Background: an optimization exercise with open tools, aiming at a short achievable clock period and few clock cycles. Do not read the settings as production practice.
Only simulation tests tie the RTL to the original design; equivalence was not proved.
No activity file was given, so power comes from the tool's default toggle rates.

File: flow/config.mk
export PLATFORM = sky130hd
export DESIGN_NAME = icache_top
export DESIGN_NICKNAME = icache_top
export VERILOG_FILES = /design/flow/design.v
export SDC_FILE = /design/flow/constraint.sdc
export NUM_CORES = 4
export LEC_CHECK = 0
export ABC_CLOCK_PERIOD_IN_PS = 3500
export CAP_MARGIN = 20
export CORE_MARGIN = 2
export CORE_UTILIZATION = 45
export PLACE_DENSITY = 0.6
export SETUP_SLACK_MARGIN = 2.5
export SLEW_MARGIN = 20
File: flow/constraint.sdc
create_clock -name core_clock -period 6.0 [get_ports {clk_i}]
set_input_delay 1.2000 -clock core_clock [delete_from_list [all_inputs] [get_ports {clk_i}]]
set_output_delay 1.2000 -clock core_clock [all_outputs]
set_load 0.01 [all_outputs]
File: flow/design.v
package icache_pkg;
  localparam int unsigned ICACHE_OFF_W = $clog2(4);
  localparam int unsigned ICACHE_IDX_W = $clog2(16);
  localparam int unsigned ICACHE_TAG_W = 32 - ICACHE_IDX_W - ICACHE_OFF_W - 2;
  typedef union packed {
    logic [32-1:0] raw;
    struct packed {
      logic [ICACHE_TAG_W-1:0] tag;
      logic [ICACHE_IDX_W-1:0] index;
      logic [ICACHE_OFF_W-1:0] offset;
      logic [1:0]              byte_off;
    } fields;
  } icache_addr_u;
  typedef enum logic [1:0] {
    LOOKUP,
    RESPOND,
    REFILL,
    ALLOCATE
  } icache_state_e;
endpackage
`timescale 1ns/1ps
module icache_top (
  input  logic                      clk_i,
  input  logic                      rst_ni,
  input  logic                      flush_i,
  input  logic                      if_req_i,
  input  logic [32-1:0] if_addr_i,
  output logic                      if_ack_o,
  output logic [31:0]               if_data_o,
  output logic                      m_arvalid_o,
  output logic [32-1:0] m_araddr_o,
  input  logic                      m_arready_i,
  input  logic                      m_rvalid_i,
  input  logic [31:0]               m_rdata_i,
  output logic                      m_rready_o
);
  logic [29:0] addr;
  assign addr = if_addr_i[31:2];
  logic [31:0] mem_q [64];
  logic [23:0] tag_q [16];
  logic [15:0] lval_q;    
  logic [63:0] wval_q;    
  logic [29:0] p_q;       
  logic [29:0] pn_q;      
  logic [29:0] pa_q;      
  logic        pv_q;      
  logic [29:0] n_q;       
  logic [31:0] d_q;       
  logic        ok_q;      
  logic        lok_q;     
  logic        need_q;    
  logic        byp_q;     
  logic        mode_q;    
  logic        alloc_q;   
  logic [29:0] last_q;    
  logic [29:0] lb_q;      
  logic [29:0] le_q;      
  logic        lv_q;      
  logic [5:0]  fq_iw_q   [8];   
  logic [7:0]  fq_live_q;
  logic [3:0]  cnt_q;
  logic        rdy_q;          
  logic        arv_q;
  logic [27:0] ar_line_q;
  logic [1:0]  ar_w_q;
  logic [2:0]  eng_cnt_q;   
  logic        eng_live_q;
  logic        lineok_n;
  logic        lineok_a;
  assign lineok_a = lval_q[addr[5:2]] && (tag_q[addr[5:2]] == addr[29:6]);
  logic [15:0] eq_n;
  always_comb begin
    for (int i = 0; i < 16; i++) eq_n[i] = lval_q[i] && (tag_q[i] == n_q[29:6]);
  end
  assign lineok_n = eq_n[n_q[5:2]];
  logic [5:0]  head_iw;
  logic        head_live;
  logic        beat, beat_live;
  assign head_iw   = fq_iw_q[0];
  assign head_live = fq_live_q[0];
  assign m_rready_o = rdy_q;
  assign beat      = m_rvalid_i && m_rready_o;
  assign beat_live = beat && head_live;
  logic        fwd_p, fwd_n;
  assign fwd_p = m_rvalid_i && byp_q;
  assign fwd_n = beat_live && (head_iw == n_q[5:0]);
  logic [31:0] d_n;
  logic        ok_n;
  assign d_n  = fwd_n ? m_rdata_i : mem_q[n_q[5:0]];
  assign ok_n = lineok_n && (wval_q[n_q[5:0]] || fwd_n);
  logic sel_n;
  assign sel_n = ack || (mode_q && !miss_new);
  logic        lok_nx;
  always_comb begin
    if (flush_i)       lok_nx = 1'b0;
    else if (sel_n)    lok_nx = lineok_n || start;
    else if (miss_new) lok_nx = 1'b0;
    else               lok_nx = lok_q || start;
  end
  logic [29:0] pred_n;
  assign pred_n = (lv_q && (n_q == le_q)) ? lb_q : n_q + 30'd1;
  logic match, ack, miss_new;
  assign match    = pv_q && (addr == p_q);
  assign ack      = if_req_i && match && !mode_q && !alloc_q && (ok_q || fwd_p);
  assign miss_new = if_req_i && !match;
  logic match_o;
  assign match_o  = pv_q && (addr == ~pn_q);
  assign if_ack_o = if_req_i && match_o && !mode_q && !alloc_q && (ok_q || fwd_p);
  assign if_data_o = ok_q ? d_q : m_rdata_i;
  logic start, arfire;
  assign start  = if_req_i && match && need_q;
  logic match_a;
  assign match_a = pv_q && (addr == pa_q);
  assign m_arvalid_o = arv_q || (if_req_i && match_a && need_q);
  assign m_araddr_o  = arv_q ? {ar_line_q, ar_w_q, 2'b00} : {p_q, 2'b00};
  assign arfire = m_arvalid_o && m_arready_i;
  logic [3:0] cnt_nn, cnt_nf, cnt_n;
  assign cnt_nn = cnt_q - {3'd0, beat};
  assign cnt_nf = cnt_q + 4'd1 - {3'd0, beat};
  assign cnt_n  = arfire ? cnt_nf : cnt_nn;
  logic [2:0] push_at;
  assign push_at = cnt_q[2:0] - {2'd0, beat};
  logic [5:0] fq_iw_nx [8];
  always_comb begin
    for (int i = 0; i < 8; i++) begin
      fq_iw_nx[i] = (beat && i < 7) ? fq_iw_q[(i + 1) % 8] : fq_iw_q[i];
    end
  end
  logic [2:0] eng_cnt_n;
  always_comb begin
    eng_cnt_n = eng_cnt_q;
    if (start) eng_cnt_n = 3'd4;
    if (arfire) eng_cnt_n = eng_cnt_n - 3'd1;
  end
  logic       fire_ns;    
  logic [2:0] eng_ns;
  logic       arv_ns, arv_n, engz_ns;
  assign fire_ns = arv_q && m_arready_i;
  assign eng_ns  = fire_ns ? eng_cnt_q - 3'd1 : eng_cnt_q;
  assign engz_ns = (eng_ns == 3'd0);
  assign arv_ns  = !engz_ns;
  assign arv_n   = start || arv_ns;
  always_ff @(posedge clk_i or negedge rst_ni) begin
    if (!rst_ni) begin
      arv_q      <= 1'b0;
      ar_line_q  <= '0;
      ar_w_q     <= '0;
      eng_cnt_q  <= '0;
      eng_live_q <= 1'b0;
    end else begin
      eng_cnt_q <= eng_cnt_n;
      arv_q     <= arv_n;
      if (start) begin
        ar_line_q  <= p_q[29:2];
        ar_w_q     <= arfire ? p_q[1:0] + 2'd1 : p_q[1:0];
        eng_live_q <= 1'b1;
      end else if (arfire) begin
        ar_w_q <= ar_w_q + 2'd1;
      end
      if (flush_i) eng_live_q <= 1'b0;
    end
  end
  always_ff @(posedge clk_i or negedge rst_ni) begin
    if (!rst_ni) begin
      cnt_q     <= '0;
      rdy_q     <= 1'b0;
      fq_live_q <= '0;
    end else begin
      cnt_q <= cnt_n;
      rdy_q <= arfire || (cnt_nn != 4'd0);
      fq_live_q <= fq_live_nx;
    end
  end
  logic [7:0] fq_live_nx;
  logic [5:0] iw0_nx;
  always_comb begin
    for (int i = 0; i < 8; i++) begin
      fq_live_nx[i] = (i < 7) ? (beat ? fq_live_q[(i + 1) % 8] : fq_live_q[i]) : (!beat && fq_live_q[7]);
      if (flush_i || (start && fq_iw_nx[i][5:2] == p_q[5:2])) fq_live_nx[i] = 1'b0;
      if (arfire && (3'(i) == push_at)) fq_live_nx[i] = (start || eng_live_q) && !flush_i;
    end
    iw0_nx = (arfire && push_at == 3'd0) ? m_araddr_o[7:2] : fq_iw_nx[0];
  end
  always_ff @(posedge clk_i) begin
    for (int i = 0; i < 8; i++) begin
      if (arfire && (3'(i) == push_at)) fq_iw_q[i] <= m_araddr_o[7:2];
      else if (beat && i < 7) fq_iw_q[i] <= fq_iw_q[(i + 1) % 8];
    end
  end
  always_ff @(posedge clk_i or negedge rst_ni) begin
    if (!rst_ni) begin
      lval_q <= '0;
      wval_q <= '0;
    end else begin
      if (alloc_q) begin
        lval_q[p_q[5:2]]        <= 1'b1;
        wval_q[p_q[5:2]*4 +: 4] <= 4'b0000;
      end
      if (beat_live && !flush_i && !(start && head_iw[5:2] == p_q[5:2])) begin
        wval_q[head_iw] <= 1'b1;
      end
      if (flush_i) lval_q <= '0;
    end
  end
  always_ff @(posedge clk_i) begin
    if (alloc_q) tag_q[p_q[5:2]] <= p_q[29:6];
    if (beat_live) mem_q[head_iw] <= m_rdata_i;
  end
  always_ff @(posedge clk_i or negedge rst_ni) begin
    if (!rst_ni) begin
      p_q    <= '0;
      pv_q   <= 1'b0;
      n_q    <= '0;
      ok_q   <= 1'b0;
      lok_q  <= 1'b0;
      need_q <= 1'b0;
      byp_q  <= 1'b0;
      mode_q <= 1'b0;
      alloc_q <= 1'b0;
      last_q <= '0;
      lb_q   <= '0;
      le_q   <= '0;
      lv_q   <= 1'b0;
    end else begin
      if (ack) begin
        p_q    <= n_q;
        n_q    <= pred_n;
        ok_q   <= ok_n;
        lok_q  <= lineok_n;
        last_q <= p_q;
      end else if (miss_new) begin
        p_q    <= addr;
        pv_q   <= 1'b1;
        n_q    <= addr;
        ok_q   <= 1'b0;
        lok_q  <= 1'b0;
        mode_q <= 1'b1;
        if (addr == lb_q) begin
          le_q <= last_q;
          lv_q <= 1'b1;
        end else begin
          lb_q <= addr;
          lv_q <= 1'b0;
        end
      end else if (mode_q) begin
        n_q    <= pred_n;
        ok_q   <= ok_n;
        lok_q  <= lineok_n || start;
        mode_q <= 1'b0;
      end else begin
        if (fwd_p) ok_q <= 1'b1;
        if (start) lok_q <= 1'b1;
      end
      if (flush_i) begin
        ok_q  <= 1'b0;
        lok_q <= 1'b0;
      end
      need_q <= miss_new ? !lineok_a && engz_ns : !start && !lok_nx && engz_ns;
      alloc_q <= start;
      byp_q  <= sel_n    ? fq_live_nx[0] && (iw0_nx == n_q[5:0]) && (lineok_n || start) :
                miss_new ? 1'b0 :
                           fq_live_nx[0] && (iw0_nx == p_q[5:0]) && (lok_q || start) && !flush_i;
    end
  end
  always_ff @(posedge clk_i) begin
    if (ack) begin
      pn_q <= ~n_q;
      pa_q <= n_q;
    end else if (miss_new) begin
      pn_q <= ~addr;
      pa_q <= addr;
    end
  end
  always_ff @(posedge clk_i) begin
    if (sel_n) begin
      d_q <= d_n;
    end else if (fwd_p) begin
      d_q <= m_rdata_i;
    end
  end
endmodule
File: flow/flow/run.sh
#!/bin/bash
# Standard ORFS layout, with plain buffers on the ports (faster than the delay
# cells buffer_ports picks by default), and the slow 4-input NOR/OR cells
# added to the platform's don't-use list.
set -euo pipefail
export BUFFER_PORTS_ARGS="-buffer_cell sky130_fd_sc_hd__buf_4"
DU="sky130_fd_sc_hd__probe_p_8 sky130_fd_sc_hd__probec_p_8 sky130_fd_sc_hd__lpflow_bleeder_1 sky130_fd_sc_hd__lpflow_clkbufkapwr_1 sky130_fd_sc_hd__lpflow_clkbufkapwr_16 sky130_fd_sc_hd__lpflow_clkbufkapwr_2 sky130_fd_sc_hd__lpflow_clkbufkapwr_4 sky130_fd_sc_hd__lpflow_clkbufkapwr_8 sky130_fd_sc_hd__lpflow_clkinvkapwr_1 sky130_fd_sc_hd__lpflow_clkinvkapwr_16 sky130_fd_sc_hd__lpflow_clkinvkapwr_2 sky130_fd_sc_hd__lpflow_clkinvkapwr_4 sky130_fd_sc_hd__lpflow_clkinvkapwr_8 sky130_fd_sc_hd__lpflow_decapkapwr_12 sky130_fd_sc_hd__lpflow_decapkapwr_3 sky130_fd_sc_hd__lpflow_decapkapwr_4 sky130_fd_sc_hd__lpflow_decapkapwr_6 sky130_fd_sc_hd__lpflow_decapkapwr_8 sky130_fd_sc_hd__lpflow_inputiso0n_1 sky130_fd_sc_hd__lpflow_inputiso0p_1 sky130_fd_sc_hd__lpflow_inputiso1n_1 sky130_fd_sc_hd__lpflow_inputiso1p_1 sky130_fd_sc_hd__lpflow_inputisolatch_1 sky130_fd_sc_hd__lpflow_isobufsrc_1 sky130_fd_sc_hd__lpflow_isobufsrc_16 sky130_fd_sc_hd__lpflow_isobufsrc_2 sky130_fd_sc_hd__lpflow_isobufsrc_4 sky130_fd_sc_hd__lpflow_isobufsrc_8 sky130_fd_sc_hd__lpflow_isobufsrckapwr_16 sky130_fd_sc_hd__lpflow_lsbuf_lh_hl_isowell_tap_1 sky130_fd_sc_hd__lpflow_lsbuf_lh_hl_isowell_tap_2 sky130_fd_sc_hd__lpflow_lsbuf_lh_hl_isowell_tap_4 sky130_fd_sc_hd__lpflow_lsbuf_lh_isowell_4 sky130_fd_sc_hd__lpflow_lsbuf_lh_isowell_tap_1 sky130_fd_sc_hd__lpflow_lsbuf_lh_isowell_tap_2 sky130_fd_sc_hd__lpflow_lsbuf_lh_isowell_tap_4 "
for c in nor4 nor4b nor4bb or4 or4b or4bb; do for s in 1 2 4; do DU="$DU sky130_fd_sc_hd__${c}_${s}"; done; done
bash standard.sh "DONT_USE_CELLS=$DU" finish > standard.log 2>&1
File: flow/standard.sh
#!/bin/bash
# synth_recipe.tcl (not shown) runs the flow's synth.tcl, then flattens the netlist and writes it again
# the make line also repeats each setting of config.mk as NAME=value (left out here)
make -C /OpenROAD-flow-scripts/flow DESIGN_CONFIG=/design/flow/config.mk WORK_HOME=/design/flow/orfs CLKGATE_MAP_FILE= SYNTH_SCRIPT=/design/flow/synth_recipe.tcl "${@:-finish}"
==> summary.txt <==
synthesized area=118900 µm²; buffer levels on the longest clock path=4; hold buffers post-CTS=0; fmax=0.2705 GHz; Logic pwr share=0.121; PortBufs=approximately 130; Synth cell types=60; row count=188; Skew-Pair Late Insertion Delay=890 ps; PD cells=337.2 nW/µm²; post-route cell area=136400 µm²; sw power=about 0.011 W; Yosys top cell area share=0.6420; die area=268400 µm²; footprint of the multi-input gates=33850 µm²; CTS tree=done; global placer's final weighted congestion=between 0.9 and 1; via count=62781; Worst setup EP type=output pin; total gr overflow=0; register area=84140 µm²; CP max stage cell=or2_4; DR pass1 iterations=8; Sw Ratio=0.2468; initial antenna violation count=35; Hold WC Path Type=in2async; CTS root buf=clkbuf_16; static leakage=43.84 nW; worst path required time=~4800 ps; crit path buf inv count=3; wire per inst=33.05 µm; final hold vios=0; Startpoint Class=input port; Die X-Extent=518.0 µm; largest net degree at the start of global routing=142; maxcap violations=0; RSZ-0062 raised after global routing=true; clock slew at reported path FFs=60 ps; H-tree levels=5; CP max FO=8; kind of critical path=in2out; dpl cell area=125600 µm²; cell mode on critical path=buf_6; Total GRT Usage=0.2504; number of flops mapped to enable cells by yosys=2542; Tmin final=3697 ps; Die Height=518.0 µm; P&R area growth vs syn=14.74%; global-route wire length before repair=about 480000 µm; # DRC=0; Layout Skew=92.58 ps; largest cells by area after synthesis=edfxtp_1, mux4_2, dfrtp_1; async set-reset flop share out of synthesis=0.1001; Worst slew margin=0.1943; Cell Chain, Critical Path=buf_4 -> xnor2_1 -> and4_1 -> nand4_1 -> buf_6 -> or2_4 -> nand2_4 -> buf_6; CP arrival=about 2500 ps; Filler cells=20931; detailed-placement wirelength estimate=204500 µm; largest area contributor in the netlist=edfxtp_1; Reg power frac=0.487; CTS Buf Count=roughly 310; Gate Count Post-Synth=6193; share of post-route cells with drive strength above 1=0.2974; outcome=complete, no violations; Crit. path cell count=8; R2R cell count=7; fin crit share=0.6162; internal power=0.03465 W; mean area per synthesized cell=19.20 µm²; CP max stage delay=approximately 260 ps; vias per inst=slightly above 6; I/O pin count=137; Initial Util=0.4529; Peak VDD IR=about 0.32 mV; antenna-violating nets left=0; #FFs+latches synth=2858; final setup violation count=0; Seq/Total Area, Yosys=0.7072; Ys Warns=3; Clk pwr share=0.392; core area=approximately 260000 µm²; setup TNS=0 ps; final slew viol count=0; Synth Flop Type=edfxtp_1; Slew @ Worst Pin=1204 ps; CTS sink count=2858; number of global-route vias before repair=62897; nets@finish=6616; First DRT Iteration DRCs=about 8600; Routed WL=339800 µm; critical path's top delay family=simple AND/OR/NAND/NOR gates
[cells by family (layout without fill, tap and decap cells)]
| group | Yosys count | count (layout) | share of synthesized area |
|---|---|---|---|
| xor+xnor | 632 | 632 | 0.04655 |
| other cells | 1 | 11 | 0.00003154 |
| flops | 2858 | 2858 | 0.7072 |
| mux | 1097 | 1097 | 0.1803 |
| buf+inv | 445 | 1005 | 0.01606 |
| simple gates | 819 | 821 | 0.03270 |
| fa+ha+maj | 17 | 17 | 0.001789 |
| compound gates | 324 | 324 | 0.01530 |
[cell usage in the layout, fill, tap and decap left out, types with 51 or more instances in the layout]
cell	n
nor2_4	66
nand3_1	70
inv_1	52
buf_4	299
o21ai_0	131
clkinv_1	68
dfrtp_1	262
nand2_1	229
xnor2_1	571
nor2_1	166
mux2_2	203
nand4_1	137
mux2i_1	68
a21oi_1	109
clkbuf_1	65
clkinv_2	51
edfxtp_1	2542
clkbuf_16	319
mux4_2	816
[synth_stat cells (all sizes together) (15+ instances only)]
library cell	number
dfrtp	286
ha	17
edfxtp	2542
mux4	816
a21oi	109
buf	183
a31oi	15
clkbuf	204
mux2	203
o22ai	15
dfxtp	30
nand2	235
nand4	137
inv	56
nand3	70
and4	19
nor3	36
o21ai	133
xnor2	580
mux2i	78
nor2	241
xor2	52
[registers in the layout (all words and copies together) (netlist names), 2 cells and up]
| signal | cells |
|---|---|
| ar_line_q | 28 |
| ar_w_q | 2 |
| mem_q | 2048 |
| cnt_q | 4 |
| le_q | 30 |
| pa_q | 30 |
| last_q | 30 |
| fq_live_q | 8 |
| pn_q | 30 |
| d_q | 32 |
| wval_q | 64 |
| fq_iw_q | 48 |
| tag_q | 384 |
| p_q | 30 |
| eng_cnt_q | 3 |
| lb_q | 30 |
| n_q | 30 |
| lval_q | 16 |
[cell type report]
| class | count | area share |
|---|---|---|
| timing repair buffer | 410 | 0.03206 |
| clock buffer | 387 | 0.06036 |
| inverter | 58 | 0.001752 |
| sequential | 2858 | 0.6167 |
| antenna | 9 | 0.0001651 |
| clock inverter | 150 | 0.008648 |
| multi-input combinational | 2893 | 0.2481 |
| tap | 3515 | 0.03224 |
[power groups by stage]
stage               registers, W  clock network [W]  logic (W)
floorplan                 0.0226                  0    0.00346
global placement          0.0228                  0    0.00531
detailed placement        0.0228                  0    0.00536
CTS                       0.0224             0.0183    0.00553
global route              0.0224             0.0191    0.00591
finish                    0.0224             0.0180    0.00558
[layer usage]
layer | wire (µm) | vias up | track usage | share of wire
met5 | 34 | - | 0 | 0.00010
met4 | 9429 | 6 | 0.06765 | 0.028
met3 | 28520 | 535 | 0.04654 | 0.084
met2 | 161600 | 2852 | 0.3953 | 0.48
met1 | 140100 | 33945 | 0.3595 | 0.41
li1 | - | 25443 | - | -
[worst paths after layout]
| kind | from | end | slack, ps |
|---|---|---|---|
| setup / recovery | if_addr_i[14] | m_arvalid_o | 2300 |
| hold / removal | rst_ni | ar_line_q[24]$_DFFE_PN0P_ | 370 |
| setup reg to reg | n_q[0]$_DFFE_PN0P_ | d_q[23]$_DFFE_PP_ | 2580 |
| hold reg to reg | ar_line_q[27]$_DFFE_PN0P_ | ar_line_q[27]$_DFFE_PN0P_ | 470 |
| max in group asynchronous | rst_ni | ok_q$_DFFE_PN0P_ | 4270 |
| min in group core_clock | ar_line_q[27]$_DFFE_PN0P_ | ar_line_q[27]$_DFFE_PN0P_ | 470 |
[repair_timing]
action / CTS / global route
setup endpoints to repair: 282 / 247
cloned: 9 / 3
resized for setup: 108 / 48
pin swaps: 15 / 8
buffers inserted: 26 / 12
[worst reg2reg max path, delay by kind of cell (launching register included)]
kind,cells,cell delay (ps)
buffers and inverters,3,660
flip-flops,1,430
multiplexers,4,2080
[per-stage QoR]
stage | hold WS, ps | util | total power, W | cells | setup slack (ps)
after floorplan | 433.1 | - | 0.02606 | 6194 | 2066
after global placement | 452.3 | 0.4783 | 0.02814 | 9684 | 1334
after detailed placement | 451.8 | 0.4783 | 0.02819 | 9684 | 1327
after CTS | 362.5 | 0.5181 | 0.04624 | 10256 | 2314
after global routing | 397.8 | 0.5197 | 0.04741 | 10276 | 2278
final | 365.2 | 0.5197 | 0.04601 | 10280 | 2303
Testbench counts, summed over its fixed seeds: cycles 29,311.

static timing again, ports no longer ideal:
How much do the figures lean on ideal ports? The routed layout below was timed once more, with nothing changed but the port constraints. Step 1 sets driving cells, clkbuf_16 on the clock port and buf_2 on the other inputs (assumed; they add their load-dependent delay and slew). Step 2, shift: input delay + t, output delay - t, t = (earliest + latest rising clock arrival at the registers) / 2. This alone moves slack from input paths to output paths. Three values: ideal, step 1, step 2; two values: the first two.
t (ns): 0.938
setup slack, ns: 2.303 / 2.002 / 1.562
slew at the worst register clock pin (ns): 0.07 / 0.07
After both steps setup and hold are still met in this run. For this run, drivers alone change the setup slack by -0.301 ns; drivers and shift together by -0.741 ns.
